This design comes from an exercise in tuning for a short achievable clock period and few clock cycles per item on the open sky130 flow, not from production work. Where RTL was checked, it was by simulation tests only, not by an equivalence proof against the original. Only the layout flow was run in runs 2 to 6; the RTL was not checked for function there. Power is estimated from default activity; no workload was simulated.

File: flow/design.v
module data_cache (
   input  logic        clk,
   input  logic        reset,
   input  logic        MemWrite,
   input  logic        MemRead,
   input  logic [31:0] addr,
   input  logic [31:0] wdata,
   output logic [31:0] rdata,
   output logic        memstall,
   output logic        mem_req,
   output logic        mem_we,
   output logic [31:0] mem_addr,
   output logic [31:0] mem_wdata,
   input  logic [31:0] mem_rdata,
   input  logic        mem_ack
);
   logic        s_idle_q, s_ref_q, s_wr_q, s_ret_q;
   logic        ackret_q;   
   logic        mem_req_q;
   logic        mem_we_q;
   logic [1:0]  x_q;        
   logic        sh_q;       
   logic [31:0] rdata_q;
   logic [31:0] wd_q;
   logic [63:0] wsel_q;     
   logic [15:0] valid_q;
   logic [23:0] tag_mem  [16];
   logic [31:0] data_mem [16][4];
   logic [3:0]  idx;
   logic [1:0]  off;
   logic [23:0] tag;
   logic        hit;
   logic [31:0] line_word [16];
   logic [31:0] quad_word [4];
   logic [31:0] rd_word;
   logic        wr_go;
   logic [31:0] wr_val;
   logic [1:0]  unused_addr_lsbs;
   assign idx = addr[7:4];
   assign off = addr[3:2];
   assign tag = addr[31:8];
   assign hit = valid_q[idx] && (tag_mem[idx] == tag);
   assign unused_addr_lsbs = addr[1:0];
   for (genvar i = 0; i < 16; i++) begin : g_line
      dc_mux4 u_mux (.d0(data_mem[i][0]), .d1(data_mem[i][1]), .d2(data_mem[i][2]),
                     .d3(data_mem[i][3]), .sel(off), .y(line_word[i]));
   end
   for (genvar j = 0; j < 4; j++) begin : g_quad
      dc_mux4 u_mux (.d0(line_word[4*j]), .d1(line_word[4*j+1]), .d2(line_word[4*j+2]),
                     .d3(line_word[4*j+3]), .sel(idx[1:0]), .y(quad_word[j]));
   end
   dc_mux4 u_rd_mux (.d0(quad_word[0]), .d1(quad_word[1]), .d2(quad_word[2]),
                     .d3(quad_word[3]), .sel(idx[3:2]), .y(rd_word));
   assign rdata     = rdata_q;
   assign memstall  = !(s_ret_q || (ackret_q && mem_ack));
   assign mem_req   = mem_req_q || (s_idle_q && MemWrite && reset);
   assign mem_we    = mem_we_q;
   assign mem_addr  = {addr[31:4], off ^ x_q, 2'b00};
   assign mem_wdata = wdata;
   always_ff @(posedge clk or negedge reset) begin
      if (!reset) begin
         s_idle_q  <= 1'b1;
         s_ref_q   <= 1'b0;
         s_wr_q    <= 1'b0;
         s_ret_q   <= 1'b0;
         ackret_q  <= 1'b0;
         mem_req_q <= 1'b0;
         mem_we_q  <= 1'b1;
         x_q       <= 2'd0;
         valid_q   <= '0;
      end else begin
         if (s_idle_q) begin
            if (MemWrite) begin
               s_idle_q  <= 1'b0;
               s_wr_q    <= 1'b1;
               ackret_q  <= 1'b1;
               mem_req_q <= 1'b1;
            end else if (MemRead) begin
               s_idle_q <= 1'b0;
               if (hit) begin
                  s_ret_q <= 1'b1;
               end else begin
                  s_ref_q   <= 1'b1;
                  mem_req_q <= 1'b1;
                  mem_we_q  <= 1'b0;
               end
            end
         end
         if (s_ref_q && x_q == 2'd0) valid_q[idx] <= 1'b0;
         if (s_ref_q && mem_ack) begin
            x_q      <= {x_q[0], ~x_q[1]};
            ackret_q <= (x_q == 2'd3);
            if (x_q == 2'd2) begin
               s_ref_q      <= 1'b0;
               s_idle_q     <= 1'b1;
               mem_req_q    <= 1'b0;
               mem_we_q     <= 1'b1;
               valid_q[idx] <= 1'b1;
            end
         end
         if (s_wr_q && mem_ack) begin
            s_wr_q    <= 1'b0;
            s_idle_q  <= 1'b1;
            ackret_q  <= 1'b0;
            mem_req_q <= 1'b0;
         end
         if (s_ret_q) begin
            s_ret_q  <= 1'b0;
            s_idle_q <= 1'b1;
         end
      end
   end
   assign wr_go  = (s_ref_q && mem_ack) || sh_q;
   assign wr_val = s_ref_q ? mem_rdata : wd_q;
   always_ff @(posedge clk) begin
      sh_q <= 1'b0;
      if (s_idle_q) begin
         rdata_q <= rd_word;
         wd_q    <= wdata;
         wsel_q  <= 64'd1 << {idx, off};
         sh_q    <= MemWrite && hit;
      end
      if (s_ref_q && x_q == 2'd0) tag_mem[idx] <= tag;
      if (s_ref_q && mem_ack) begin
         if (x_q == 2'd0) rdata_q <= mem_rdata;
         for (int l = 0; l < 16; l++) begin
            for (int w = 0; w < 4; w++) begin
               wsel_q[4*l + w] <= wsel_q[4*l + (w ^ {1'b0, ~x_q[1] ^ x_q[0]} ^ {x_q[0] ^ x_q[1], 1'b0})];
            end
         end
      end
      for (int i = 0; i < 16; i++) begin
         for (int w = 0; w < 4; w++) begin
            if (wr_go && wsel_q[4*i + w]) data_mem[i][w] <= wr_val;
         end
      end
   end
endmodule
module dc_mux4 (
   input  logic [31:0] d0,
   input  logic [31:0] d1,
   input  logic [31:0] d2,
   input  logic [31:0] d3,
   input  logic [1:0]  sel,
   output logic [31:0] y
);
   always_comb begin
      unique case (sel)
         2'd0: y = d0;
         2'd1: y = d1;
         2'd2: y = d2;
         default: y = d3;
      endcase
   end
endmodule
File: flow/run.sh
#!/bin/bash
# synth_recipe.tcl (not shown) runs the flow's synth.tcl, then flattens the netlist and writes it again
# the make line also repeats each setting of config.mk as NAME=value (left out here)
make -C /OpenROAD-flow-scripts/flow DESIGN_CONFIG=/design/flow/config.mk WORK_HOME=/design/flow/orfs CLKGATE_MAP_FILE= SYNTH_SCRIPT=/design/flow/synth_recipe.tcl finish
File: flow/config.mk
export PLATFORM = sky130hd
export DESIGN_NAME = data_cache
export DESIGN_NICKNAME = data_cache
export VERILOG_FILES = /design/flow/design.v
export SDC_FILE = /design/flow/constraint.sdc
export NUM_CORES = 4
export LEC_CHECK = 0
export ABC_CLOCK_PERIOD_IN_PS = 1500
export CAP_MARGIN = 20
export CORE_MARGIN = 2
export CORE_UTILIZATION = 70
export SETUP_SLACK_MARGIN = 3.5
export SLEW_MARGIN = 20
export SYNTH_HIERARCHICAL = 1
File: flow/constraint.sdc
create_clock -name core_clock -period 6.5 [get_ports {clk}]
set_input_delay 1.3000 -clock core_clock [delete_from_list [all_inputs] [get_ports {clk}]]
set_output_delay 1.3000 -clock core_clock [all_outputs]
set_load 0.01 [all_outputs]
==> key figures, run 1 <==
Run status
  • Status: finished clean

Route
  • Highest Signal Layer: met5
  • DR vias: 51200
  • Starting DRT DRC Count: 7911
  • Met2 Wirelength: 136000 um
  • Detailed-route DRC error count: 0
  • Met3 WL: 37000 um
  • DR vias/cell: 7.32
  • Drt first pass iters: 6
  • Per-cell routed wire length: 39.8 um
  • Wl on met1: 95400 um
  • Total wire length: 279000 um
  • Antenna Nets Post-Route: 0

Floorplanning
  • Core Region: 0.145 mm^2
  • Die area: 0.149 mm^2
  • Die width: 386 um
  • Top Ports: 200
  • Rows: 140
  • Initial Util: 70.2%
  • Height of the die: 386 um

STA
  • Hold Violations, Final: 0
  • Fin Clk Skew: 39.9 ps
  • Post-layout minimum cycle time: 3350 ps
  • Worst Tran Pin Value: 1240 ps
  • Min Hold Slack: 507 ps
  • RSZ-0062 raised after global routing: yes
  • Setup tns final: 0 ps
  • Slew Limit Fails: 0
  • Fmax: 0.298 GHz
  • Period utilization: 51.6%
  • Final setup viols: 0
  • Slew HR: 17.3%

Synth
  • Synth cell types: 71
  • Most area-hungry cell type in the Yosys netlist: edfxtp_1
  • Post-Synthesis Cells: 4292
  • Post-synth ARST share: 0.967%
  • Main synth FF type: edfxtp_1
  • Number of synthesized flops with an enable pin: 2528
  • Synthesized flop and latch total: 2586
  • Avg Cell Area, Syn: 23.8 um^2
  • Sequential share of the synthesized area: 75.7%
  • Post-synth top area share: 74.4%
  • Mapped cell area: 0.102 mm^2
  • Largest cells by area after synthesis: edfxtp_1 (74%), mux4_2 (16%), mux4_1 (1.5%)
  • Yosys warns: 12

Global route
  • Global Route Usage Sum: 37.6%
  • Pin count of the biggest net entering global routing: 97
  • Initial antenna violation count: 12
  • Vias in the first global route: 50300
  • Residual overflow from global routing: 0
  • Global-route wire length before repair: 382000 um

Pwr
  • Power Dens Cells: 285 mW/mm^2
  • VDD IR max: 0.000297 V
  • Leak: 39.0 nW

Worst setup path
  • WP data arrival: 4100 ps
  • Crit. End Element: flip-flop
  • Worst Setup Start Kind: input pin
  • Setup Crit Path Kind: in -> reg
  • Critical Path Source: addr[2]
  • Max FO, Critical Path: 8
  • Reg2reg start: tag_mem[12][12]$_DFFE_PP_
  • Worst endpoint required time: 7240 ps

CTS
  • Skew-Pair Late Insertion Delay: 900 ps
  • H-tree depth: 4
  • Clk slew on worst S/H paths: 60 ps
  • CTS max path bufs: 3
  • Num CTS Buffers: 240
  • CTS tree: done
  • Clock Root Buffer: clkbuf_16
  • # clock sinks: 2586

Layout
  • Final nets: 4983
  • Share of cells above drive strength 1: 35.7%
  • Area grow syn2layout: 15.8%
  • Post-route cell area: 0.118 mm^2

Placement
  • Placed cell area: 0.106 mm^2
  • Routability Congestion: 0.805
  • DP Wirelength: 134000 um
  • # port buffers: 195

Hold path
  • Worst min path class: reg -> reg
  • HP Start: valid_q[4]$_DFF_PN0_

Flow run
  • Max Cap Viol: 0
[timing repair]
action                     4_1_cts  5_1_grt
pin swaps                        8       19
setup endpoints to repair     2264      399
cloned                          69       15
hold buffers                     0        0
resized for setup              682       83
setup buffers                  129       69
[modules after synthesis, one instance, submodules excluded]
| module | copies in the design | cells inside |
|---|---|---|
| dc_mux4 | 21 | 39 |
| data_cache | 1 | 3473 |
[final cells by class]
| cell class | instances | area, um^2 |
|---|---|---|
| diodes | 6 | 15.0 |
| fillers | 6533 | 27100 |
| flip-flops and latches | 2586 | 77200 |
| clock inverters | 131 | 1220 |
| well taps | 1917 | 2400 |
| clock buffers | 317 | 6460 |
| inverters | 13 | 71.3 |
| repair buffers | 603 | 7470 |
| multi-input cells | 1430 | 23200 |
[worst max-delay path, stage by stage]
cell and delay [ps]:
buf_16 120, buf_16 140, buf_16 150, buf_12 150, buf_16 150, mux4_2 570
mux4_2 630, mux4_2 590, mux2i_1 180, o21ai_1 70
[path summary, 6_finish.rpt]
kind                                   endpoint  slack [ps]  depth (start not counted)
setup / recovery            rdata_q[27]$_DFF_P_        3150                         10
hold / removal             valid_q[4]$_DFF_PN0_         510                          2
setup reg to reg             mem_we_q$_DFF_PN1_        3280                          7
hold reg to reg            valid_q[4]$_DFF_PN0_         510                          2
max in group asynchronous    mem_we_q$_DFF_PN1_        5690                          3
min in group asynchronous  valid_q[1]$_DFF_PN0_         540                          2
[power by group]
part / switching, W / total [W] / internal (W)
clock network: 0.00614 / 0.0139 / 0.00779
logic: 0.000856 / 0.00170 / 0.000847
registers: 0 / 0.0181 / 0.0181
total: 0.00700 / 0.0337 / 0.0267
[cell families (layout without fill, tap and decap cells)]
family,count (synthesis),in the layout,synth area share [%]
other cells,1,8,0.00368
simple gates,232,255,1.17
compound gates,202,202,1.25
xor+xnor,27,27,0.232
flops,2586,2586,75.7
mux,936,936,18.8
buf+inv,300,1064,2.69
fa+ha+maj,8,8,0.0982
[synth_stat cells, drive strengths merged (3+ instances only)]
library cell,instances
a21oi,8
a221oi,8
a22o,9
a22oi,3
a2bb2oi,3
a31oi,3
and2,3
and3,3
buf,241
clkbuf,46
dfrtp,23
dfxtp,33
edfxtp,2528
ha,8
inv,12
mux2,42
mux2i,129
mux4,765
nand2,74
nand2b,9
nand3,12
nand4,4
nor2,31
nor2b,69
nor3,12
nor4b,3
o21ai,75
o22ai,70
o31ai,4
xnor2,13
xor2,14
[sequential cells by signal, indices dropped and copies added, names as in the netlist, 2 cells and up]
| signal | cells |
|---|---|
| data_mem | 2048 |
| rdata_q | 32 |
| tag_mem | 384 |
| valid_q | 16 |
| wd_q | 32 |
| wsel_q | 64 |
| x_q | 2 |
[cells in the final DEF (no fill, tap or decap), types with 14 or more instances in the layout]
| cell type | instances |
|---|---|
| edfxtp_1 | 2528 |
| mux4_2 | 758 |
| clkbuf_16 | 259 |
| buf_4 | 245 |
| mux2i_1 | 128 |
| nor2b_4 | 84 |
| o22ai_1 | 70 |
| clkbuf_1 | 65 |
| nand2_1 | 64 |
| o21ai_1 | 61 |
| buf_16 | 61 |
| buf_12 | 52 |
| clkinv_1 | 51 |
| buf_2 | 49 |
| clkinv_2 | 42 |
| dlygate4sd2_1 | 39 |
| buf_6 | 33 |
| clkdlybuf4s50_1 | 33 |
| dfxtp_1 | 30 |
| mux2_4 | 29 |
| buf_8 | 24 |
| dfrtp_1 | 21 |
| bufinv_16 | 21 |
| nor2_4 | 20 |
| clkdlybuf4s15_1 | 19 |
| clkdlybuf4s15_2 | 17 |
| bufbuf_16 | 15 |
| o21ai_0 | 14 |
[metal layers]
layer | GRT usage, % | vias to the layer above
met5 | 0 | -
met2 | 59.2 | 4036
met1 | 53.8 | 27000
met4 | 12.9 | 4
met3 | 8.26 | 576
li1 | - | 19600
[through the flow]
stage               cells  utilization (%)  setup WS [ps]  power [W]
floorplan            4293                -           2520     0.0194
detailed placement   6264             72.8           1410     0.0198
global placement     6262             72.8           1380     0.0198
global route         6998             81.3           3130     0.0344
CTS                  6910             80.4           2860     0.0335
finish               7003             81.3           3150     0.0337
Testbench counts, summed over its fixed seeds: cycles 119,935, accesses 20,000.
==> inputs of run 2 (changes only) <==
--- a/flow/design.v
+++ b/flow/design.v
@@ -32,4 +32,6 @@
    logic        hit;
-   logic [31:0] line_word [16];
-   logic [31:0] quad_word [4];
+   logic [15:0] idx_oh;     
+   logic [3:0]  off_oh;     
+   logic [15:0] tag_eq;     
+   logic [15:0][31:0] line_word;
    logic [31:0] rd_word;
@@ -41,14 +43,16 @@
    assign tag = addr[31:8];
-   assign hit = valid_q[idx] && (tag_mem[idx] == tag);
+   always_comb begin
+      for (int i = 0; i < 16; i++) idx_oh[i] = (idx == i[3:0]);
+      for (int w = 0; w < 4; w++) off_oh[w] = (off == w[1:0]);
+   end
+   for (genvar i = 0; i < 16; i++) begin : g_eq
+      dc_eq24 u_eq (.a(tag_mem[i]), .b(tag), .eq(tag_eq[i]));
+   end
+   assign hit = |(idx_oh & valid_q & tag_eq);
    assign unused_addr_lsbs = addr[1:0];
    for (genvar i = 0; i < 16; i++) begin : g_line
-      dc_mux4 u_mux (.d0(data_mem[i][0]), .d1(data_mem[i][1]), .d2(data_mem[i][2]),
-                     .d3(data_mem[i][3]), .sel(off), .y(line_word[i]));
+      dc_sel4 u_sel (.d0(data_mem[i][0]), .d1(data_mem[i][1]), .d2(data_mem[i][2]),
+                     .d3(data_mem[i][3]), .s(off_oh), .y(line_word[i]));
    end
-   for (genvar j = 0; j < 4; j++) begin : g_quad
-      dc_mux4 u_mux (.d0(line_word[4*j]), .d1(line_word[4*j+1]), .d2(line_word[4*j+2]),
-                     .d3(line_word[4*j+3]), .sel(idx[1:0]), .y(quad_word[j]));
-   end
-   dc_mux4 u_rd_mux (.d0(quad_word[0]), .d1(quad_word[1]), .d2(quad_word[2]),
-                     .d3(quad_word[3]), .sel(idx[3:2]), .y(rd_word));
+   dc_sel16 u_rd_sel (.d(line_word), .s(idx_oh), .y(rd_word));
    assign rdata     = rdata_q;
@@ -119,3 +123,3 @@
          wd_q    <= wdata;
-         wsel_q  <= 64'd1 << {idx, off};
+         for (int i = 0; i < 16; i++) wsel_q[4*i +: 4] <= idx_oh[i] ? off_oh : 4'd0;
          sh_q    <= MemWrite && hit;
@@ -138,3 +142,10 @@
 endmodule
-module dc_mux4 (
+module dc_eq24 (
+   input  logic [23:0] a,
+   input  logic [23:0] b,
+   output logic        eq
+);
+   assign eq = (a == b);
+endmodule
+module dc_sel4 (
    input  logic [31:0] d0,
@@ -143,3 +154,10 @@
    input  logic [31:0] d3,
-   input  logic [1:0]  sel,
+   input  logic [3:0]  s,
+   output logic [31:0] y
+);
+   assign y = ({32{s[0]}} & d0) | ({32{s[1]}} & d1) | ({32{s[2]}} & d2) | ({32{s[3]}} & d3);
+endmodule
+module dc_sel16 (
+   input  logic [15:0][31:0] d,
+   input  logic [15:0] s,
    output logic [31:0] y
@@ -147,8 +165,4 @@
    always_comb begin
-      unique case (sel)
-         2'd0: y = d0;
-         2'd1: y = d1;
-         2'd2: y = d2;
-         default: y = d3;
-      endcase
+      y = '0;
+      for (int i = 0; i < 16; i++) y = y | ({32{s[i]}} & d[i]);
    end
==> run 2 against run 1 <==
Compared with the run above:
- still clean
- first-iteration DRC count rose by 4.4%
- core utilization fell by 0.65 points
- hold slack got worse by 64 ps
- clock skew fell by 14 ps
- routed wire length fell by 5.2%
- sequential share of layout area rose by 2.4 points
- non-clock buffer count fell by 113
- cell count rose by 18%
- critical path depth fell by 6
- clock power barely moved
- count of clock-buffer cells in the layout fell by 17
- critical path type is now in -> out
- critical endpoint is now mem_req
- largest cell class unchanged
==> key figures, run 2 <==
Route
  • Per-cell routed wire length: 32.0 um (was 39.8 um)
  • Detailed-route DRC error count: 0 (unchanged)
  • Drt first pass iters: 6 (unchanged)
  • Antenna Nets Post-Route: 0 (unchanged)
  • Starting DRT DRC Count: 8262 (was 7911)
  • DR vias/cell: 6.95 (was 7.32)
  • DR vias: 57400 (was 51200)
  • Total wire length: 265000 um (was 279000 um)

Layout
  • Post-route cell area: 0.114 mm^2 (was 0.118 mm^2)
  • Reg with most FFs: data_mem (unchanged)
  • Most common cell after layout, fill and taps aside: edfxtp_1 (unchanged)
  • Multi-input combinational cell area: 0.0213 mm^2 (was 0.0232 mm^2)
  • Number of fill cells: 7342 (was 6533)
  • Commonest non-fill, non-tap cells in the layout: edfxtp_1 (2528), a22oi_1 (1007), nand2_1 (575), xor2_1 (259), clkbuf_16 (245) (was edfxtp_1 (2528), mux4_2 (758), clkbuf_16 (259), buf_4 (245), mux2i_1 (128))
  • Area grow syn2layout: 14.7% (was 15.8%)
  • Final nets: 6270 (was 4983)
  • Max reg flops: 2048 (unchanged)
  • FF+latch area: 0.0772 mm^2 (about the same)
  • Top Registers: data_mem (2048), tag_mem (384), wsel_q (64) (unchanged)
  • Share of cells above drive strength 1: 16.0% (was 35.7%)
  • Final core occ: 80.7% (was 81.3%)

Pwr
  • VDD IR max: 0.000302 V (was 0.000297 V)
  • Power Dens Cells: 290 mW/mm^2 (was 285 mW/mm^2)
  • Leak: 38.1 nW (was 39.0 nW)

STA
  • Post-layout minimum cycle time: 3140 ps (was 3350 ps)
  • Fin Clk Skew: 26.2 ps (was 39.9 ps)
  • Min Hold Slack: 444 ps (was 507 ps)
  • Hold Violations, Final: 0 (unchanged)
  • Fmax: 0.318 GHz (was 0.298 GHz)
  • Final setup viols: 0 (unchanged)
  • Worst Tran Pin Value: 1160 ps (was 1240 ps)
  • Slew Limit Fails: 0 (unchanged)
  • Period utilization: 48.3% (was 51.6%)
  • Slew HR: 22.4% (was 17.3%)
  • Setup tns final: 0 ps (unchanged)
  • RSZ-0062 raised after global routing: yes (unchanged)

Run status
  • Status: finished clean (unchanged)

Synth
  • Synth cell types: 54 (was 71)
  • Largest cells by area after synthesis: edfxtp_1 (76%), a22oi_1 (7.7%), xor2_1 (2.3%) (was edfxtp_1 (74%), mux4_2 (16%), mux4_1 (1.5%))
  • Most area-hungry cell type in the Yosys netlist: edfxtp_1 (unchanged)
  • Post-synth ARST share: 0.967% (unchanged)
  • Post-synthesis adder-cell area fraction: 0.101% (was 0.0982%)
  • Number of synthesized flops with an enable pin: 2528 (unchanged)
  • Mux cell area share after synthesis: 1.34% (was 18.8%)
  • Synthesized flop and latch total: 2586 (unchanged)
  • Compound-Gate Fraction of Synth Area: 10.9% (was 1.25%)
  • Post-Synth Simple-Gate Area: 4.05% (was 1.17%)
  • Post-synth top area share: 76.4% (was 74.4%)
  • Most common cell in the synthesized netlist: edfxtp_1 (unchanged)
  • Mapped cell area: 0.0994 mm^2 (was 0.102 mm^2)
  • Main synth FF type: edfxtp_1 (unchanged)
  • Avg Cell Area, Syn: 17.2 um^2 (was 23.8 um^2)
  • Synth Area in XOR/XNOR: 3.42% (was 0.232%)
  • Synth top cells by count: edfxtp_1 (2528), a22oi_1 (1024), nand2_1 (576) (was edfxtp_1 (2528), mux4_2 (707), mux2i_1 (129))
  • Post-Synthesis Cells: 5785 (was 4292)
  • Yosys warns: 10 (was 12)
  • Sequential share of the synthesized area: 77.7% (was 75.7%)
  • Largest family of logic cells by synthesized area: compound AO/OA/AOI/OAI gates (was multiplexers)

Worst setup path
  • Slowest stage cell, crit path: a31o_4 (was mux4_2)
  • Setup Crit Path Kind: in -> out (was in -> reg)
  • CP bufs+invs: 3 (was 5)
  • Crit path max-delay family: buffers and inverters (was multiplexers)
  • WP data arrival: 1840 ps (was 4100 ps)
  • CP peak stage delay: 210 ps (was 630 ps)
  • Max FO, Critical Path: 2 (was 8)
  • Crit-path cells: buf_8, buf_12, a31o_4, buf_6 (was buf_16, buf_16, buf_16, buf_12, buf_16, mux4_2, mux4_2, mux4_2, mux2i_1, o21ai_1)
  • Worst Setup Start Kind: input pin (unchanged)
  • Worst endpoint required time: 5200 ps (was 7240 ps)
  • Crit. End Element: output pin (was flip-flop)

Placement
  • DP Wirelength: 141000 um (was 134000 um)
  • # port buffers: 195 (unchanged)
  • Placed cell area: 0.104 mm^2 (was 0.106 mm^2)
  • Routability Congestion: 0.845 (was 0.805)

Global route
  • Global-route wire length before repair: 378000 um (was 382000 um)
  • Initial antenna violation count: 2 (was 12)
  • Vias in the first global route: 56100 (was 50300)
  • Pin count of the biggest net entering global routing: 102 (was 97)
  • Residual overflow from global routing: 0 (unchanged)
  • Global Route Usage Sum: 36.1% (was 37.6%)

Floorplanning
  • Height of the die: 381 um (was 386 um)
  • Die area: 0.145 mm^2 (was 0.149 mm^2)
  • Core Region: 0.141 mm^2 (was 0.145 mm^2)
  • Die width: 381 um (was 386 um)
  • Initial Util: 70.4% (was 70.2%)
  • Rows: 138 (was 140)
  • Top Ports: 200 (unchanged)

CTS
  • CTS tree: done (unchanged)
  • H-tree depth: 4 (unchanged)
  • # clock sinks: 2586 (unchanged)
  • Num CTS Buffers: 237 (was 240)
  • Post-CTS Hold Buffers: 0 (unchanged)
  • Clock Root Buffer: clkbuf_16 (unchanged)
  • Skew-Pair Late Insertion Delay: 860 ps (was 900 ps)
  • CTS max path bufs: 3 (unchanged)
  • Clk slew on worst S/H paths: 60 ps (about the same)

Flow run
  • Max Cap Viol: 0 (unchanged)

Hold path
  • Worst min path class: in -> async (was reg -> reg)
run 2: cell types whose count changed in the layout (fill, tap and decap cells not counted), moves of 76 or more:
cell	delta
a22o_1	+118
a22oi_1	+1005
mux4_2	-758
nand2_1	+511
nand4_1	+76
xnor2_1	+118
xor2_1	+248
run 2: through the flow:
| stage | setup slack, ps | instances | power [W] |
|---|---|---|---|
| after global routing | 3350 | 8266 | 0.0338 |
| after detailed placement | 1280 | 7731 | 0.0197 |
| after floorplan | 2600 | 5786 | 0.0192 |
| final | 3360 | 8269 | 0.0331 |
| after CTS | 3330 | 8258 | 0.0330 |
| after global placement | 1380 | 7728 | 0.0196 |
run 2: cells by family after synthesis:
group | after synthesis
flip-flops | 2586
AO/OA/AOI/OAI | 1427
AND/OR/NAND/NOR | 869
XOR/XNOR | 388
buffers and inverters | 377
multiplexers | 129
adder cells (fa/ha/maj) | 8
other | 1
run 2: per-layer routing:
metal	track usage, %	wire (um)	up-vias
met4	14.4	11100	2
met1	50.5	96600	29000
li1	-	-	24100
met3	6.58	29300	534
met2	57.3	128000	3824
met5	0	13	-
run 2: layout make-up:
cell class	instances	share of cell area, %
Sequential cell	2586	67.8
Clock buffer	300	5.49
Antenna cell	3	0.00659
Tap cell	1890	2.08
Timing Repair Buffer	490	4.73
Inverter	20	0.102
Multi-Input combinational cell	2826	18.7
Clock inverter	154	1.15
run 2: path summary, 6_finish.rpt:
| path | to | start | slack, ps | cells after the start |
|---|---|---|---|---|
| max | mem_req | reset | 3360 | 4 |
| min | s_ref_q$_DFF_PN0_ | reset | 440 | 3 |
| max reg2reg | tag_mem[6][14]$_DFFE_PP_ | s_ref_q$_DFF_PN0_ | 3620 | 5 |
| min reg2reg | valid_q[9]$_DFF_PN0_ | valid_q[9]$_DFF_PN0_ | 500 | 1 |
| max in group asynchronous | x_q[1]$_DFFE_PN0P_ | reset | 5810 | 3 |
| min in group core_clock | valid_q[9]$_DFF_PN0_ | valid_q[9]$_DFF_PN0_ | 500 | 1 |
run 2: what timing repair did:
action / in CTS / in global routing
buffers inserted: 53 / 1
hold endpoints to repair: 0 / 0
resized for setup: 692 / 43
endpoints found under the setup margin: 1963 / 105
cloned: 20 / 6
pin swaps: 13 / 9
run 2: per-module statistics from Yosys (local to each module, per instance):
module      cells inside  copies in the design  flops+latches
dc_sel4              108                    16              0
dc_sel16             336                     1              0
data_cache          3209                     1           2586
dc_eq24               32                    16              0
run 2: where the power goes:
| group | switching, W | internal (W) | leakage [nW] |
|---|---|---|---|
| combinational | 0.000925 | 0.000543 | 11.2 |
| sequential | 0 | 0.0181 | 23.2 |
| clock | 0.00601 | 0.00755 | 3.70 |
run 2: worst reg2reg max path, stage by stage (launching register included):
cell and delay, ps:
dfrtp_2 390, buf_4 620, nand2_1 110, buf_4 290
nor2_2 890, buf_4 290
==> inputs of run 3 (changes only) <==
--- a/flow/design.v
+++ b/flow/design.v
@@ -19,3 +19,2 @@
    logic        mem_req_q;
-   logic        mem_we_q;
    logic [1:0]  x_q;        
@@ -59,4 +58,4 @@
    assign memstall  = !(s_ret_q || (ackret_q && mem_ack));
-   assign mem_req   = mem_req_q || (s_idle_q && MemWrite && reset);
-   assign mem_we    = mem_we_q;
+   assign mem_req   = mem_req_q || (MemWrite && reset);
+   assign mem_we    = MemWrite;
    assign mem_addr  = {addr[31:4], off ^ x_q, 2'b00};
@@ -71,3 +70,2 @@
          mem_req_q <= 1'b0;
-         mem_we_q  <= 1'b1;
          x_q       <= 2'd0;
@@ -88,3 +86,2 @@
                   mem_req_q <= 1'b1;
-                  mem_we_q  <= 1'b0;
                end
@@ -100,3 +97,2 @@
                mem_req_q    <= 1'b0;
-               mem_we_q     <= 1'b1;
                valid_q[idx] <= 1'b1;
==> run 3 against run 2 <==
Compared with the run above:
- die area is 0.13% lower
- worst setup slack better by 21 ps
- register-to-register slack hardly changed
- critical endpoint is now rdata_q[25]$_DFF_P_
- largest cell class unchanged
==> key figures, run 3 <==
STA
  • Fin Clk Skew: 34.2 ps (was 26.2 ps)
  • Final setup viols: 0 (unchanged)
  • Post-layout minimum cycle time: 3120 ps (was 3140 ps)
  • Fmax: 0.320 GHz (was 0.318 GHz)
  • Setup tns final: 0 ps (unchanged)
  • RSZ-0062 raised after global routing: yes (unchanged)
  • Worst Tran Pin Value: 1160 ps (about the same)
  • Hold Violations, Final: 0 (unchanged)
  • Period utilization: 48.0% (was 48.3%)
  • Slew Limit Fails: 0 (unchanged)
  • Min Hold Slack: 473 ps (was 444 ps)
  • Slew HR: 22.7% (was 22.4%)

Synth
  • Synthesized flop and latch total: 2585 (was 2586)
  • Yosys warns: 10 (unchanged)
  • Largest cells by area after synthesis: edfxtp_1 (76%), a22oi_1 (7.7%), xor2_1 (2.3%) (unchanged)
  • Mapped cell area: 0.0993 mm^2 (was 0.0994 mm^2)
  • Main synth FF type: edfxtp_1 (unchanged)
  • Number of synthesized flops with an enable pin: 2528 (unchanged)
  • Post-Synthesis Cells: 5777 (was 5785)
  • Synth top cells by count: edfxtp_1 (2528), a22oi_1 (1024), nand2_1 (577) (was edfxtp_1 (2528), a22oi_1 (1024), nand2_1 (576))
  • Synth cell types: 48 (was 54)
  • Sequential share of the synthesized area: 77.8% (was 77.7%)
  • Post-synth ARST share: 0.928% (was 0.967%)
  • Most area-hungry cell type in the Yosys netlist: edfxtp_1 (unchanged)
  • Most common cell in the synthesized netlist: edfxtp_1 (unchanged)
  • Post-synth top area share: 76.5% (was 76.4%)
  • Avg Cell Area, Syn: 17.2 um^2 (about the same)

CTS
  • Clock Root Buffer: clkbuf_16 (unchanged)
  • # clock sinks: 2585 (was 2586)
  • CTS max path bufs: 3 (unchanged)
  • Num CTS Buffers: 240 (was 237)
  • CTS tree: done (unchanged)
  • Post-CTS Hold Buffers: 0 (unchanged)
  • Clk slew on worst S/H paths: 60 ps (about the same)
  • H-tree depth: 4 (unchanged)
  • Skew-Pair Late Insertion Delay: 870 ps (was 860 ps)

Route
  • Total wire length: 281000 um (was 265000 um)
  • Drt first pass iters: 6 (unchanged)
  • Detailed-route DRC error count: 0 (unchanged)
  • Starting DRT DRC Count: 8387 (was 8262)
  • Antenna Nets Post-Route: 0 (unchanged)
  • DR vias: 58600 (was 57400)
  • Per-cell routed wire length: 33.9 um (was 32.0 um)
  • DR vias/cell: 7.07 (was 6.95)

Layout
  • Most common cell after layout, fill and taps aside: edfxtp_1 (unchanged)
  • Multi-input combinational cell area: 0.0214 mm^2 (was 0.0213 mm^2)
  • Top Registers: data_mem (2048), tag_mem (384), wsel_q (64) (unchanged)
  • Max reg flops: 2048 (unchanged)
  • Number of fill cells: 7129 (was 7342)
  • Final nets: 6299 (was 6270)
  • Share of cells above drive strength 1: 16.2% (was 16.0%)
  • FF+latch area: 0.0772 mm^2 (about the same)
  • Commonest non-fill, non-tap cells in the layout: edfxtp_1 (2528), a22oi_1 (1009), nand2_1 (574), xor2_1 (259), clkbuf_16 (248) (was edfxtp_1 (2528), a22oi_1 (1007), nand2_1 (575), xor2_1 (259), clkbuf_16 (245))
  • Reg with most FFs: data_mem (unchanged)
  • Area grow syn2layout: 15.4% (was 14.7%)

Worst setup path
  • Reg-to-Reg End: wsel_q[2]$_DFFE_PP_ (was tag_mem[6][14]$_DFFE_PP_)
  • Worst Setup Start Kind: input pin (unchanged)
  • Setup Crit Path Kind: in -> reg (was in -> out)
  • WP data arrival: 3820 ps (was 1840 ps)
  • Worst endpoint required time: 7200 ps (was 5200 ps)
  • Crit. End Element: flip-flop (was output pin)
  • Max FO, Critical Path: 14 (was 2)
  • Critical Path End: rdata_q[25]$_DFF_P_ (was mem_req)
  • Setup slack, reg-to-reg: 3620 ps (about the same)
  • Reg2reg start: s_ref_q$_DFF_PN0_ (unchanged)
  • Reg2reg path depth: 5 (unchanged)
  • CP peak stage delay: 440 ps (was 210 ps)
  • Slowest stage cell, crit path: nand4_1 (was a31o_4)
  • Critical Path Source: addr[4] (was reset)
  • Crit-path cells: buf_6, inv_1, ha_4, or3b_4, clkinvlp_4, buf_12, a22o_1, a221oi_2, buf_4, nand4_1, mux2i_1, o21ai_1 (was buf_8, buf_12, a31o_4, buf_6)

Global route
  • Global-route wire length before repair: 399000 um (was 378000 um)
  • Vias in the first global route: 57300 (was 56100)
  • Initial antenna violation count: 4 (was 2)
  • Global Route Usage Sum: 38.6% (was 36.1%)
  • Residual overflow from global routing: 0 (unchanged)
  • Pin count of the biggest net entering global routing: 89 (was 102)

Placement
  • DP Wirelength: 144000 um (was 141000 um)
  • Routability Congestion: 0.860 (was 0.845)
  • # port buffers: 195 (unchanged)

Flow run
  • Max Cap Viol: 0 (unchanged)

Floorplanning
  • Height of the die: 381 um (about the same)
  • Rows: 138 (unchanged)
  • Die area: 0.145 mm^2 (about the same)
  • Core Region: 0.141 mm^2 (about the same)
  • Die width: 381 um (about the same)
  • Top Ports: 200 (unchanged)
  • Initial Util: 70.4% (about the same)

Run status
  • Status: finished clean (unchanged)

Pwr
  • Power Dens Cells: 286 mW/mm^2 (was 290 mW/mm^2)
  • Total Power: 0.0328 W (was 0.0331 W)
  • Leak: 38.4 nW (was 38.1 nW)
  • VDD IR max: 0.000242 V (was 0.000302 V)

Hold path
  • Worst min path class: in -> async (unchanged)
## run 3: how the worst min path moves through the flow
| stage | from | endpoint |
|---|---|---|
| detailed placement | s_ret_q$_DFF_PN0_ | s_ret_q$_DFF_PN0_ |
| global route | reset | valid_q[12]$_DFF_PN0_ |
| CTS | reset | s_ref_q$_DFF_PN0_ |
| global placement | s_ret_q$_DFF_PN0_ | s_ret_q$_DFF_PN0_ |
| floorplan | s_ret_q$_DFF_PN0_ | s_ret_q$_DFF_PN0_ |
| finish | reset | valid_q[14]$_DFF_PN0_ |
## run 3: logic make-up (layout without fill, tap and decap cells)
logic type / Yosys count / after routing / share of synthesized area, %
compound gates: 1419 / 1419 / 10.9
xor+xnor: 387 / 387 / 3.42
fa+ha+maj: 8 / 8 / 0.101
buf+inv: 379 / 984 / 2.40
flops: 2585 / 2585 / 77.8
mux: 129 / 129 / 1.34
other cells: 1 / 9 / 0.00378
simple gates: 869 / 872 / 4.04
## run 3: cell type report
class	count	area share (%)
diodes	7	0.0153
clock buffers	321	5.60
clock inverters	117	0.740
inverters	20	0.120
multi-input cells	2817	18.7
flip-flops and latches	2585	67.4
well taps	1890	2.06
repair buffers	526	5.35
## run 3: what timing repair did
action | 4_1_cts | 5_1_grt
setup endpoints to repair | 2104 | 89
pin swaps | 14 | 19
resized for setup | 693 | 76
cloned | 29 | 5
buffers inserted | 71 | 19
## run 3: through the flow
step                worst slack, ps  utilization [%]  instances  area, um^2
finish                         3380             81.2       8283      115000
global route                   3390             81.2       8278      115000
CTS                            3400             80.6       8252      114000
detailed placement              941             73.5       7714      104000
global placement               1040             73.5       7708      104000
floorplan                      2600                -       5778       99400
## run 3: Yosys stat by module, one instance, submodules excluded
module | times used | cells inside | flip-flops and latches | cell area (um^2)
data_cache | 1 | 3201 | 2585 | 81300
dc_eq24 | 16 | 32 | 0 | 264
dc_sel16 | 1 | 336 | 0 | 2810
dc_sel4 | 16 | 108 | 0 | 679
## run 3: critical path, delay by kind of cell
family | cells | cell delay (ps)
AND/OR/NAND/NOR | 2 | 700
buffers and inverters | 5 | 720
AO/OA/AOI/OAI | 3 | 520
adder cells (fa/ha/maj) | 1 | 220
multiplexers | 1 | 320
## run 3: routing by layer
layer,global-route usage (%),up-vias,share of wire (%)
li1,-,24100,-
met1,51.0,29400,34
met2,59.7,4281,47
met3,8.25,813,11
met4,23.6,4,7.1
met5,0,-,0.011
## run 3: where the power goes
group / internal [W] / total (W) / switching [W]
clock: 0.00723 / 0.0131 / 0.00591
sequential: 0.0180 / 0.0180 / 0
combinational: 0.000599 / 0.00161 / 0.00101
==> inputs of run 4 (changes only) <==
==> flow/flow/run.sh (new file) <==
#!/bin/bash
# Standard layout, except that the delay cells are kept out of port buffering, placement,
# timing repair and routing (the resizer otherwise picks them as port and fanout
# buffers). Synthesis is the standard one, unchanged.
set -euo pipefail
bash standard.sh synth > synth.log 2>&1
hook=$(pwd)/flow/dont_use_dly.tcl
for step in FLOORPLAN GLOBAL_PLACE RESIZE DETAIL_PLACE CTS GLOBAL_ROUTE DETAIL_ROUTE REPAIR_TIMING_POST_PLACE; do
  export PRE_${step}_TCL=$hook
done
bash standard.sh finish > layout.log 2>&1
==> flow/flow/dont_use_dly.tcl (new file) <==
# Keep the delay cells out of every buffering and sizing step.
set_dont_use [get_lib_cells {*/sky130_fd_sc_hd__dly* */sky130_fd_sc_hd__clkdlybuf*}]
puts "dont_use_dly: [llength [get_lib_cells {*/sky130_fd_sc_hd__dly* */sky130_fd_sc_hd__clkdlybuf*}]] delay cells set dont_use"
==> flow/standard.sh (new file) <==
#!/bin/bash
# synth_recipe.tcl (not shown) runs the flow's synth.tcl, then flattens the netlist and writes it again
# the make line also repeats each setting of config.mk as NAME=value (left out here)
make -C /OpenROAD-flow-scripts/flow DESIGN_CONFIG=/design/flow/config.mk WORK_HOME=/design/flow/orfs CLKGATE_MAP_FILE= SYNTH_SCRIPT=/design/flow/synth_recipe.tcl "${@:-finish}"
removed: flow/run.sh
==> run 4 against run 3 <==
Compared with the run above:
- still clean
- register-to-register slack got worse by 230 ps
- combinational power decreased by 6%
- area after synthesis is the same
- clock skew grew 0.68 ps
- core utilization decreased by 0.25 points
- critical endpoint is now rdata_q[27]$_DFF_P_
- largest cell class unchanged
- largest power group unchanged
- highest routed layer unchanged
==> key figures, run 4 <==
Run status
  • Status: finished clean (unchanged)

Layout
  • Top Registers: data_mem (2048), tag_mem (384), wsel_q (64) (unchanged)
  • Final Non-Filler Cells: 8406 (was 8283)
  • Final nets: 6416 (was 6299)
  • Most common cell after layout, fill and taps aside: edfxtp_1 (unchanged)
  • Area grow syn2layout: 15.0% (was 15.4%)
  • Share of cells above drive strength 1: 15.7% (was 16.2%)
  • Reg with most FFs: data_mem (unchanged)
  • Max reg flops: 2048 (unchanged)
  • Number of fill cells: 7094 (was 7129)
  • Commonest non-fill, non-tap cells in the layout: edfxtp_1 (2528), a22oi_1 (999), nand2_1 (576), clkbuf_16 (280), xor2_1 (259) (was edfxtp_1 (2528), a22oi_1 (1009), nand2_1 (574), xor2_1 (259), clkbuf_16 (248))

Placement
  • # port buffers: 195 (unchanged)
  • DP Wirelength: 146000 um (was 144000 um)
  • Routability Congestion: 0.850 (was 0.860)
  • Inst Count DP: 7727 (was 7714)

Synth
  • Avg Cell Area, Syn: 17.2 um^2 (unchanged)
  • Mapped cell area: 0.0993 mm^2 (unchanged)
  • Synthesized flop and latch total: 2585 (unchanged)
  • Main synth FF type: edfxtp_1 (unchanged)
  • Number of synthesized flops with an enable pin: 2528 (unchanged)
  • Synth cell types: 48 (unchanged)
  • Post-synth top area share: 76.5% (unchanged)
  • Post-Synthesis Cells: 5777 (unchanged)
  • Sequential share of the synthesized area: 77.8% (unchanged)
  • Yosys warns: 10 (unchanged)
  • Post-synth ARST share: 0.928% (unchanged)
  • Largest cells by area after synthesis: edfxtp_1 (76%), a22oi_1 (7.7%), xor2_1 (2.3%) (unchanged)
  • Synth top cells by count: edfxtp_1 (2528), a22oi_1 (1024), nand2_1 (577) (unchanged)
  • Most common cell in the synthesized netlist: edfxtp_1 (unchanged)
  • Most area-hungry cell type in the Yosys netlist: edfxtp_1 (unchanged)

STA
  • Period utilization: 48.2% (was 48.0%)
  • Hold Violations, Final: 0 (unchanged)
  • Post-layout minimum cycle time: 3140 ps (was 3120 ps)
  • Final setup viols: 0 (unchanged)
  • Fin Clk Skew: 34.9 ps (was 34.2 ps)
  • RSZ-0062 raised after global routing: yes (unchanged)
  • Setup tns final: 0 ps (unchanged)
  • Slew HR: 20.7% (was 22.7%)
  • Worst Tran Pin Value: 1190 ps (was 1160 ps)
  • Fmax: 0.319 GHz (was 0.320 GHz)
  • Slew Limit Fails: 0 (unchanged)

Floorplanning
  • Initial Util: 70.4% (unchanged)
  • Core Region: 0.141 mm^2 (unchanged)
  • Die width: 381 um (unchanged)
  • Die area: 0.145 mm^2 (unchanged)
  • Height of the die: 381 um (unchanged)
  • Rows: 138 (unchanged)
  • Top Ports: 200 (unchanged)

Global route
  • Global Route Usage Sum: 38.5% (was 38.6%)
  • Initial antenna violation count: 12 (was 4)
  • Residual overflow from global routing: 0 (unchanged)
  • Pin count of the biggest net entering global routing: 111 (was 89)
  • Vias in the first global route: 56400 (was 57300)
  • Global-route wire length before repair: 397000 um (was 399000 um)

Worst setup path
  • Crit. End Element: flip-flop (unchanged)
  • Worst endpoint required time: 7220 ps (was 7200 ps)
  • Reg2reg path depth: 5 (unchanged)
  • WP data arrival: 3860 ps (was 3820 ps)
  • Max FO, Critical Path: 55 (was 14)
  • Setup Crit Path Kind: in -> reg (unchanged)
  • Setup slack, reg-to-reg: 3390 ps (was 3620 ps)
  • Reg2reg start: s_ref_q$_DFF_PN0_ (unchanged)
  • Critical Path Source: addr[2] (was addr[4])
  • Worst Setup Start Kind: input pin (unchanged)
  • Reg-to-Reg End: data_mem[31][2]$_DFFE_PP_ (was wsel_q[2]$_DFFE_PP_)

Pwr
  • VDD IR max: 0.000269 V (was 0.000242 V)
  • Clock network fraction of total power: 40.9% (was 40.1%)
  • Sw Ratio: 21.0% (was 21.1%)
  • Logic pwr share: 4.6% (was 4.9%)
  • Power Dens Cells: 290 mW/mm^2 (was 286 mW/mm^2)
  • Internal cell power: 0.0262 W (was 0.0259 W)
  • Psw: 0.00694 W (was 0.00692 W)
  • Flop pwr share: 54.5% (was 55.0%)
  • Leak: 37.9 nW (was 38.4 nW)

CTS
  • Skew-Pair Late Insertion Delay: 870 ps (about the same)
  • CTS tree: done (unchanged)
  • H-tree depth: 4 (unchanged)
  • Clock Root Buffer: clkbuf_16 (unchanged)
  • # clock sinks: 2585 (unchanged)
  • CTS max path bufs: 3 (unchanged)
  • Num CTS Buffers: 239 (was 240)
  • Clk slew on worst S/H paths: 60 ps (about the same)

Route
  • DR vias: 59100 (was 58600)
  • Antenna Nets Post-Route: 0 (unchanged)
  • Total wire length: 284000 um (was 281000 um)
  • Drt first pass iters: 6 (unchanged)
  • Starting DRT DRC Count: 8660 (was 8387)
  • Detailed-route DRC error count: 0 (unchanged)
  • Per-cell routed wire length: 33.8 um (was 33.9 um)
  • DR vias/cell: 7.02 (was 7.07)

Flow run
  • Max Cap Viol: 0 (unchanged)

Hold path
  • Worst min path class: in -> async (unchanged)
[run 4: timing repair]
action                     in CTS  in global routing
hold buffers                    0                  0
pin swaps                      21                 32
setup buffers                 113                 43
gates resized for setup       383                136
setup endpoints to repair    2883                666
cloned                         57                 11
[run 4: Yosys stat by module (local to each module, per instance)]
module      flip-flops and latches  cells inside
dc_sel4                          0           108
dc_sel16                         0           336
dc_eq24                          0            32
data_cache                    2585          3201
[run 4: critical path: stages]
cell and delay, ps:
buf_16 100, buf_1 160, nor2_4 80, buf_12 170
clkbuf_16 250, a22oi_2 210, nand2_1 70, a22o_2 320
a221oi_4 250, nand4_1 460, mux2i_1 370, o21ai_1 100
[run 4: final cells by class]
cell class                      instances  area (um^2)  area share, %
Multi-Input combinational cell       2849        21900           19.1
Clock inverter                        147         1140          0.996
Inverter                               20          148          0.129
Sequential cell                      2585        77200           67.6
Clock buffer                          302         6390           5.59
Timing Repair Buffer                  612         5090           4.46
Tap cell                             1890         2360           2.07
Antenna cell                            1         2.50        0.00219
[run 4: per-layer routing]
layer	vias up	track usage (%)	wire (um)
met4	10	23.6	20000
li1	24400	-	-
met3	743	7.95	33500
met5	-	0	67
met2	4264	58.8	133000
met1	29600	51.8	97800
[run 4: worst max-delay path by stage]
stage	cells after the start	endpoint	slack, ps
after global routing	11	rdata_q[23]$_DFF_P_	3360
final	12	rdata_q[27]$_DFF_P_	3360
after detailed placement	11	rdata_q[8]$_DFF_P_	1150
after floorplan	4	data_mem[0][0]$_DFFE_PP_	2600
after CTS	5	data_mem[31][2]$_DFFE_PP_	3370
after global placement	11	rdata_q[7]$_DFF_P_	1290
[run 4: power by group through the flow]
| stage | Clock (W) | Sequential (W) | Combinational, W |
|---|---|---|---|
| finish | 0.0135 | 0.0180 | 0.00152 |
| global route | 0.0142 | 0.0180 | 0.00157 |
| CTS | 0.0135 | 0.0180 | 0.00141 |
| detailed placement | 0 | 0.0184 | 0.00118 |
| global placement | 0 | 0.0184 | 0.00116 |
| floorplan | 0 | 0.0184 | 0.000736 |
[run 4: cell families after synthesis]
family,after synthesis,share of synthesized area (%)
DFF,2585,77.8
AOI/OAI and AO/OA,1419,10.9
and+or+nand+nor,869,4.04
xor gates and xnor gates,387,3.42
buffers and inverters,379,2.40
muxes,129,1.34
adders and majority gates,8,0.101
other,1,0.00378
[run 4: metrics by stage]
stage | total power, W | util (%) | worst slack, ps | hold WS [ps] | cell area (um^2)
2_1_floorplan | 0.0191 | - | 2600 | 434 | 99400
3_5_place_dp | 0.0196 | 72.5 | 1150 | 461 | 102000
6_report | 0.0331 | 80.9 | 3360 | 404 | 114000
5_1_grt | 0.0338 | 80.9 | 3360 | 403 | 114000
4_1_cts | 0.0330 | 80.1 | 3370 | 185 | 113000
3_3_place_gp | 0.0196 | 72.3 | 1290 | 458 | 102000
==> inputs of run 5 (changes only) <==
--- a/flow/design.v
+++ b/flow/design.v
@@ -34,3 +34,4 @@
    logic [15:0] tag_eq;     
-   logic [15:0][31:0] line_word;
+   logic [3:0][15:0][31:0] col;   
+   logic [3:0][31:0]  line_word;
    logic [31:0] rd_word;
@@ -51,7 +52,11 @@
    assign unused_addr_lsbs = addr[1:0];
-   for (genvar i = 0; i < 16; i++) begin : g_line
-      dc_sel4 u_sel (.d0(data_mem[i][0]), .d1(data_mem[i][1]), .d2(data_mem[i][2]),
-                     .d3(data_mem[i][3]), .s(off_oh), .y(line_word[i]));
+   always_comb begin
+      for (int w = 0; w < 4; w++)
+         for (int i = 0; i < 16; i++) col[w][i] = data_mem[i][w];
    end
-   dc_sel16 u_rd_sel (.d(line_word), .s(idx_oh), .y(rd_word));
+   for (genvar w = 0; w < 4; w++) begin : g_word
+      dc_sel16 u_sel (.d(col[w]), .s(idx_oh), .y(line_word[w]));
+   end
+   dc_sel4 u_rd_sel (.d0(line_word[0]), .d1(line_word[1]), .d2(line_word[2]),
+                     .d3(line_word[3]), .s(off_oh), .y(rd_word));
    assign rdata     = rdata_q;
@@ -115,5 +120,5 @@
    always_ff @(posedge clk) begin
+      rdata_q <= rd_word;
       sh_q <= 1'b0;
       if (s_idle_q) begin
-         rdata_q <= rd_word;
          wd_q    <= wdata;
@@ -124,3 +129,2 @@
       if (s_ref_q && mem_ack) begin
-         if (x_q == 2'd0) rdata_q <= mem_rdata;
          for (int l = 0; l < 16; l++) begin
==> run 5 against run 4 <==
Compared with the run above:
- area after synthesis down 2.4%
- via count decreased by 5.9%
- combinational power decreased by 18%
- sequential power about the same
- global-route usage shrank 0.18 points
- first-iteration DRC count increased by 0.48%
- count of clock-buffer cells in the layout up 4
- die area decreased by 2.3%
- sequential share of layout area is 1.8 points higher
- still clean on timing, DRC and antenna
- critical path type is now reg -> reg
- critical path depth down 9
- worst setup slack got worse by 30 ps
==> key figures, run 5 <==
Run status
  • Status: finished clean (unchanged)

Layout
  • Top Registers: data_mem (2048), tag_mem (384), wsel_q (64) (unchanged)
  • Final core occ: 80.9% (about the same)
  • Share of cells above drive strength 1: 18.8% (was 15.7%)
  • Reg with most FFs: data_mem (unchanged)
  • Most common cell after layout, fill and taps aside: edfxtp_1 (unchanged)
  • Area grow syn2layout: 14.7% (was 15.0%)
  • Number of fill cells: 6897 (was 7094)
  • Commonest non-fill, non-tap cells in the layout: edfxtp_1 (2528), a22o_1 (523), a221oi_1 (348), clkbuf_16 (265), xor2_1 (259) (was edfxtp_1 (2528), a22oi_1 (999), nand2_1 (576), clkbuf_16 (280), xor2_1 (259))
  • Final Non-Filler Cells: 7535 (was 8406)
  • Final nets: 5653 (was 6416)
  • Max reg flops: 2048 (unchanged)

Synth
  • Avg Cell Area, Syn: 19.2 um^2 (was 17.2 um^2)
  • Largest cells by area after synthesis: edfxtp_1 (78%), a22o_1 (4.7%), a221oi_1 (4.5%) (was edfxtp_1 (76%), a22oi_1 (7.7%), xor2_1 (2.3%))
  • Sequential share of the synthesized area: 79.6% (was 77.8%)
  • Synth top cells by count: edfxtp_1 (2528), a22o_1 (523), a221oi_1 (496) (was edfxtp_1 (2528), a22oi_1 (1024), nand2_1 (577))
  • Most common cell in the synthesized netlist: edfxtp_1 (unchanged)
  • Yosys warns: 10 (unchanged)
  • Synthesized flop and latch total: 2585 (unchanged)
  • Post-synth ARST share: 0.928% (unchanged)
  • Most area-hungry cell type in the Yosys netlist: edfxtp_1 (unchanged)
  • Post-Synthesis Cells: 5058 (was 5777)
  • Synth cell types: 49 (was 48)
  • Number of synthesized flops with an enable pin: 2528 (unchanged)
  • Main synth FF type: edfxtp_1 (unchanged)
  • Mapped cell area: 0.0969 mm^2 (was 0.0993 mm^2)
  • Post-synth top area share: 78.3% (was 76.5%)

Worst setup path
  • Worst Setup Start Kind: flip-flop (was input pin)
  • WP data arrival: 3750 ps (was 3860 ps)
  • Max FO, Critical Path: 35 (was 55)
  • Crit. End Element: flip-flop (unchanged)
  • Worst endpoint required time: 7080 ps (was 7220 ps)
  • Setup Crit Path Kind: reg -> reg (was in -> reg)

Route
  • Highest Signal Layer: met5 (unchanged)
  • Total wire length: 278000 um (was 284000 um)
  • Per-cell routed wire length: 36.9 um (was 33.8 um)
  • Wl on met1: 98100 um (was 97800 um)
  • Met3 WL: 38400 um (was 33500 um)
  • Drt first pass iters: 6 (unchanged)
  • DR vias/cell: 7.37 (was 7.02)
  • Met2 Wirelength: 128000 um (was 133000 um)
  • Detailed-route DRC error count: 0 (unchanged)
  • Starting DRT DRC Count: 8702 (was 8660)
  • DR vias: 55600 (was 59100)
  • Antenna Nets Post-Route: 0 (unchanged)

STA
  • Worst Tran Pin Value: 1220 ps (was 1190 ps)
  • Slew HR: 18.0% (was 20.7%)
  • Slew Limit Fails: 0 (unchanged)
  • Fmax: 0.316 GHz (was 0.319 GHz)
  • Post-layout minimum cycle time: 3160 ps (was 3140 ps)
  • Hold Violations, Final: 0 (unchanged)
  • Setup tns final: 0 ps (unchanged)
  • Period utilization: 48.7% (was 48.2%)
  • RSZ-0062 raised after global routing: yes (unchanged)
  • Final setup viols: 0 (unchanged)
  • Fin Clk Skew: 32.4 ps (was 34.9 ps)

Global route
  • Global-route wire length before repair: 379000 um (was 397000 um)
  • Residual overflow from global routing: 0 (unchanged)
  • Pin count of the biggest net entering global routing: 83 (was 111)
  • Vias in the first global route: 52500 (was 56400)
  • Global Route Usage Sum: 38.3% (was 38.5%)
  • Initial antenna violation count: 14 (was 12)

Pwr
  • Power Dens Cells: 292 mW/mm^2 (was 290 mW/mm^2)
  • Leak: 35.7 nW (was 37.9 nW)
  • VDD IR max: 0.000276 V (was 0.000269 V)

Placement
  • # port buffers: 195 (unchanged)
  • Routability Congestion: 0.859 (was 0.850)
  • DP Wirelength: 140000 um (was 146000 um)
  • Inst Count DP: 6917 (was 7727)

Flow run
  • Max Cap Viol: 0 (unchanged)

Floorplanning
  • Core Region: 0.137 mm^2 (was 0.141 mm^2)
  • Top Ports: 200 (unchanged)
  • Rows: 136 (was 138)
  • Height of the die: 376 um (was 381 um)
  • Initial Util: 70.5% (was 70.4%)
  • Die width: 376 um (was 381 um)
  • Die area: 0.141 mm^2 (was 0.145 mm^2)

CTS
  • CTS max path bufs: 3 (unchanged)
  • # clock sinks: 2585 (unchanged)
  • Num CTS Buffers: 235 (was 239)
  • Clock Root Buffer: clkbuf_16 (unchanged)
  • Clk slew on worst S/H paths: 70 ps (was 60 ps)
  • Skew-Pair Late Insertion Delay: 860 ps (was 870 ps)
  • CTS tree: done (unchanged)
  • H-tree depth: 4 (unchanged)

Hold path
  • Worst min path class: in -> async (unchanged)
## run 5: changes by cell type after synthesis, sizes merged, moves of 49 or more
cell    delta
nand2    -506
a22o     +384
a221oi   +384
buf       -98
clkbuf    +49
nand4    +102
a22oi    -960
## run 5: cells by family (layout without fill, tap and decap cells)
logic type / count (synthesis) / count (layout) / synth area share (%)
flip-flops: 2585 / 2585 / 79.6
AO/OA/AOI/OAI: 1195 / 1195 / 10.6
XOR/XNOR: 387 / 387 / 3.50
buffers and inverters: 331 / 963 / 2.26
multiplexers: 97 / 97 / 1.04
AND/OR/NAND/NOR: 453 / 495 / 2.81
other: 1 / 10 / 0.00387
adder cells (fa/ha/maj): 9 / 9 / 0.116
## run 5: layer usage
metal | up-vias | global-route usage, %
li1 | 22300 | -
met5 | - | 0
met3 | 735 | 8.94
met4 | 12 | 16.7
met1 | 28200 | 53.9
met2 | 4308 | 58.7
## run 5: final cells by class
class	instances	area, um^2	share of cell area, %
antenna	8	20.0	0.0180
clock buffer	306	6270	5.64
clock inverter	121	905	0.814
inverter	21	293	0.263
multi-input combinational	2185	20100	18.0
sequential	2585	77200	69.4
tap	1794	2240	2.02
timing repair buffer	508	4120	3.71
timing repair inverter	7	71.3	0.0642
## run 5: critical path, cell delays in order, from the launching register on
cell and delay, ps:
dfrtp_2 780, buf_2 590, mux2_2 840, buf_2 580
## run 5: per-module statistics from Yosys, one instance, submodules excluded
| module | cell area (um^2) | cells inside | times used |
|---|---|---|---|
| dc_eq24 | 264 | 32 | 16 |
| dc_sel16 | 2810 | 336 | 4 |
| data_cache | 80800 | 3094 | 1 |
| dc_sel4 | 679 | 108 | 1 |
## run 5: worst paths after layout
check / cells past startpoint / slack [ps] / to / startpoint
max in group asynchronous: 3 / 5380 / x_q[0]$_DFFE_PN0P_ / reset
min reg2reg: 1 / 500 / valid_q[14]$_DFF_PN0_ / valid_q[14]$_DFF_PN0_
max: 3 / 3340 / data_mem[12][13]$_DFFE_PP_ / s_ref_q$_DFF_PN0_
min in group core_clock: 1 / 500 / valid_q[14]$_DFF_PN0_ / valid_q[14]$_DFF_PN0_
max reg2reg: 3 / 3340 / data_mem[12][13]$_DFFE_PP_ / s_ref_q$_DFF_PN0_
min: 1 / 190 / s_ret_q$_DFF_PN0_ / reset
## run 5: repair_timing
action | in CTS | in global routing
gates resized for setup | 339 | 151
hold buffers | 0 | 0
buffers inserted | 69 | 39
setup endpoints to repair | 1682 | 761
gates cloned | 53 | 19
pin swaps | 37 | 72
## run 5: power by group
part	internal (W)	switching (W)	total [W]
clock network	0.00725	0.00585	0.0131
logic	0.000440	0.000801	0.00124
registers	0.0181	0.0000315	0.0181
total	0.0258	0.00668	0.0325
## run 5: stage by stage
| stage | cell area [um^2] | total power [W] | hold slack, ps | setup slack [ps] |
|---|---|---|---|---|
| finish | 111000 | 0.0325 | 193 | 3340 |
| global route | 111000 | 0.0331 | 171 | 3250 |
| CTS | 110000 | 0.0324 | 167 | 3460 |
| detailed placement | 100000 | 0.0195 | 486 | 1090 |
| global placement | 100000 | 0.0195 | 477 | 1220 |
| floorplan | 97600 | 0.0190 | 446 | 2920 |
==> inputs of run 6 (changes only) <==
==> flow/run.sh (new file) <==
#!/bin/bash
# synth_recipe.tcl (not shown) runs the flow's synth.tcl, then flattens the netlist and writes it again
# the make line also repeats each setting of config.mk as NAME=value (left out here)
make -C /OpenROAD-flow-scripts/flow DESIGN_CONFIG=/design/flow/config.mk WORK_HOME=/design/flow/orfs CLKGATE_MAP_FILE= SYNTH_SCRIPT=/design/flow/synth_recipe.tcl finish
removed: flow/flow/run.sh
removed: flow/flow/dont_use_dly.tcl
removed: flow/standard.sh
==> run 6 against run 5 <==
Compared with the run above:
- die area did not move
- combinational power grew 17%
- largest power group unchanged
- first-iteration DRC count grew 9.8%
- hold slack improved by 260 ps
- cell count unchanged
- sequential power barely moved
- routed wire length is 3.0% higher
==> key figures, run 6 <==
Route
  • DR vias/cell: 7.46 (was 7.37)
  • Drt first pass iters: 5 (was 6)
  • Starting DRT DRC Count: 9557 (was 8702)
  • Antenna Nets Post-Route: 0 (unchanged)
  • Per-cell routed wire length: 38.0 um (was 36.9 um)
  • DR vias: 56200 (was 55600)
  • Detailed-route DRC error count: 0 (unchanged)
  • Total wire length: 287000 um (was 278000 um)

STA
  • Slew Limit Fails: 0 (unchanged)
  • Final setup viols: 0 (unchanged)
  • Setup tns final: 0 ps (unchanged)
  • Hold Violations, Final: 0 (unchanged)
  • Period utilization: 49.4% (was 48.7%)
  • RSZ-0062 raised after global routing: yes (unchanged)
  • Min Hold Slack: 451 ps (was 193 ps)
  • Slew HR: 19.3% (was 18.0%)
  • Fin Clk Skew: 54.7 ps (was 32.4 ps)
  • Fmax: 0.312 GHz (was 0.316 GHz)
  • Worst Tran Pin Value: 1210 ps (was 1220 ps)
  • Final WS setup: 3290 ps (was 3340 ps)
  • Post-layout minimum cycle time: 3210 ps (was 3160 ps)

Layout
  • Top Registers: data_mem (2048), tag_mem (384), wsel_q (64) (unchanged)
  • Final nets: 5653 (unchanged)
  • Area grow syn2layout: 17.3% (was 14.7%)
  • Max reg flops: 2048 (unchanged)
  • Final core occ: 82.6% (was 80.9%)
  • Reg with most FFs: data_mem (unchanged)
  • N_diodes: 0 (was 8)
  • Most common cell after layout, fill and taps aside: edfxtp_1 (unchanged)
  • Share of cells above drive strength 1: 21.1% (was 18.8%)
  • Commonest non-fill, non-tap cells in the layout: edfxtp_1 (2528), a22o_1 (523), a221oi_1 (319), xor2_1 (258), clkbuf_16 (247) (was edfxtp_1 (2528), a22o_1 (523), a221oi_1 (348), clkbuf_16 (265), xor2_1 (259))

Floorplanning
  • Die width: 376 um (unchanged)
  • Top Ports: 200 (unchanged)
  • Core Region: 0.137 mm^2 (unchanged)
  • Rows: 136 (unchanged)
  • Die area: 0.141 mm^2 (unchanged)
  • Height of the die: 376 um (unchanged)
  • Initial Util: 70.5% (unchanged)

CTS
  • Num CTS Buffers: 235 (unchanged)
  • CTS tree: done (unchanged)
  • CTS max path bufs: 3 (unchanged)
  • Skew-Pair Late Insertion Delay: 890 ps (was 860 ps)
  • Clock Root Buffer: clkbuf_16 (unchanged)
  • Clk slew on worst S/H paths: 60 ps (was 70 ps)
  • Post-CTS Hold Buffers: 0 (unchanged)
  • H-tree depth: 4 (unchanged)
  • # clock sinks: 2585 (unchanged)

Synth
  • Number of synthesized flops with an enable pin: 2528 (unchanged)
  • Most area-hungry cell type in the Yosys netlist: edfxtp_1 (unchanged)
  • Avg Cell Area, Syn: 19.2 um^2 (unchanged)
  • Most common cell in the synthesized netlist: edfxtp_1 (unchanged)
  • Largest cells by area after synthesis: edfxtp_1 (78%), a22o_1 (4.7%), a221oi_1 (4.5%) (unchanged)
  • Synth top cells by count: edfxtp_1 (2528), a22o_1 (523), a221oi_1 (496) (unchanged)
  • Post-Synthesis Cells: 5058 (unchanged)
  • Post-synth top area share: 78.3% (unchanged)
  • Mapped cell area: 0.0969 mm^2 (unchanged)
  • Yosys warns: 10 (unchanged)
  • Sequential share of the synthesized area: 79.6% (unchanged)
  • Synthesized flop and latch total: 2585 (unchanged)
  • Synth cell types: 49 (unchanged)
  • Main synth FF type: edfxtp_1 (unchanged)
  • Post-synth ARST share: 0.928% (unchanged)

Worst setup path
  • Worst Setup Start Kind: input pin (was flip-flop)
  • Crit. End Element: flip-flop (unchanged)
  • Worst endpoint required time: 7220 ps (was 7080 ps)
  • Reg2reg path depth: 5 (was 3)
  • Max FO, Critical Path: 7 (was 35)
  • WP data arrival: 3930 ps (was 3750 ps)
  • Setup Crit Path Kind: in -> reg (was reg -> reg)

Pwr
  • Leak: 37.1 nW (was 35.7 nW)
  • VDD IR max: 0.000255 V (was 0.000276 V)
  • Total Power: 0.0326 W (was 0.0325 W)
  • Power Dens Cells: 287 mW/mm^2 (was 292 mW/mm^2)

Hold path
  • Worst min path class: in -> async (unchanged)

Global route
  • Vias in the first global route: 54500 (was 52500)
  • Initial antenna violation count: 11 (was 14)
  • Residual overflow from global routing: 0 (unchanged)
  • Global Route Usage Sum: 39.6% (was 38.3%)
  • Pin count of the biggest net entering global routing: 77 (was 83)
  • Global-route wire length before repair: 392000 um (was 379000 um)

Placement
  • DP Wirelength: 141000 um (was 140000 um)
  • Routability Congestion: 0.838 (was 0.859)
  • # port buffers: 195 (unchanged)
  • Post-Place Worst Slack: 915 ps (was 1090 ps)

Flow run
  • Max Cap Viol: 0 (unchanged)

Run status
  • Status: finished clean (unchanged)
## run 6: cell counts after synthesis
Identical to the previous run, type by type.
## run 6: per-module statistics from Yosys, one instance, submodules excluded
module	area (um^2)	flip-flops and latches
dc_sel16	2810	0
dc_sel4	679	0
data_cache	80800	2585
dc_eq24	264	0
## run 6: repair_timing
action,4_1_cts,5_1_grt
pin swaps,64,93
setup endpoints to repair,1947,203
cloned,46,14
hold endpoints to repair,0,0
buffers inserted,75,35
gates resized for setup,708,122
## run 6: cells by family after synthesis
group | synth area share, %
flip-flops | 79.6
AND/OR/NAND/NOR | 2.81
multiplexers | 1.04
buffers and inverters | 2.26
XOR/XNOR | 3.50
AO/OA/AOI/OAI | 10.6
adder cells (fa/ha/maj) | 0.116
other | 0.00387
## run 6: critical path: stages
cell and delay [ps]:
buf_8 100, buf_6 130, ha_4 210, nand3b_1 200, clkinvlp_4 140, buf_12 170, buf_12 130, buf_16 150
a22o_1 220, a221oi_2 170, nand4_1 390, a22oi_2 480, nand2_1 110
## run 6: per-stage QoR
| stage | std cells | cell area [um^2] |
|---|---|---|
| 2_1_floorplan | 5059 | 97600 |
| 3_3_place_gp | 6924 | 102000 |
| 3_5_place_dp | 6929 | 102000 |
| 4_1_cts | 7485 | 112000 |
| 5_1_grt | 7535 | 114000 |
| 6_report | 7535 | 114000 |
## run 6: final timing paths
| path | from | endpoint | slack [ps] |
|---|---|---|---|
| worst max-delay path | addr[4] | rdata_q[29]$_DFF_P_ | 3290 |
| worst min-delay path | reset | s_ref_q$_DFF_PN0_ | 450 |
| worst max register to register | s_ref_q$_DFF_PN0_ | wsel_q[53]$_DFFE_PP_ | 3710 |
| worst min register to register | valid_q[10]$_DFF_PN0_ | valid_q[10]$_DFF_PN0_ | 510 |
| max in group asynchronous | reset | x_q[0]$_DFFE_PN0P_ | 5800 |
| min in group core_clock | valid_q[10]$_DFF_PN0_ | valid_q[10]$_DFF_PN0_ | 510 |
## run 6: layer usage
metal	track usage, %	wire length [um]	vias up	part of all wire [%]
met5	0	111	-	0.039
met4	16.1	13200	16	4.6
met3	10.6	41500	727	14
met2	61.3	133000	4526	46
met1	54.7	98900	28700	35
li1	-	-	22300	-
## run 6: final cells by class
type / count / area [um^2]
inverters: 21 / 300
fillers: 6431 / 23900
repair buffers: 551 / 6930
clock inverters: 151 / 1020
well taps: 1794 / 2240
flip-flops and latches: 2585 / 77200
multi-input cells: 2143 / 19700
clock buffers: 284 / 6130
repair inverters: 6 / 62.6
## run 6: report_power, final
part	switching, W	internal (W)	total [W]
Combinational	0.000854	0.000593	0.00145
Sequential	0.0000392	0.0181	0.0181
Clock	0.00598	0.00707	0.0130

## afterwards: timing with drivers on the ports
No port has a modelled driver above. Below, the same layouts with a new extraction and two added sets of constraints.
Step 1 sets driving cells, clkbuf_16 on the clock port and buf_2 on the other inputs (assumed; they add their load-dependent delay and slew).
Step 2 adds t to the input delays and takes it off the output delays; t is the mean of the earliest and latest rising clock arrival at the registers after step 1. Input paths then give back, and output paths get back, about the clock's delay inside the block.
a / b / c = ideal ports / drivers / drivers and shift; a / b = the first two.
run | shift t [ns] | setup WS [ns] | clock arrival spread, ns
run 1 | 0.964 | 3.146 / 2.844 / 1.880 | 0.050 / 0.050
run 2 | 0.941 | 3.358 / 3.313 / 2.540 | 0.035 / 0.035
run 3 | 0.939 | 3.379 / 3.291 / 2.405 | 0.045 / 0.045
run 4 | 0.945 | 3.365 / 3.308 / 2.410 | 0.035 / 0.035
run 5 | 0.933 | 3.335 / 3.321 / 2.492 | 0.034 / 0.034
run 6 | 0.944 | 3.291 / 3.331 / 2.387 | 0.059 / 0.060
After both steps setup and hold are still met in every run listed. The setup slack of run 1, which loses most, moves by -0.302 ns with the drivers and by -1.266 ns with both steps.
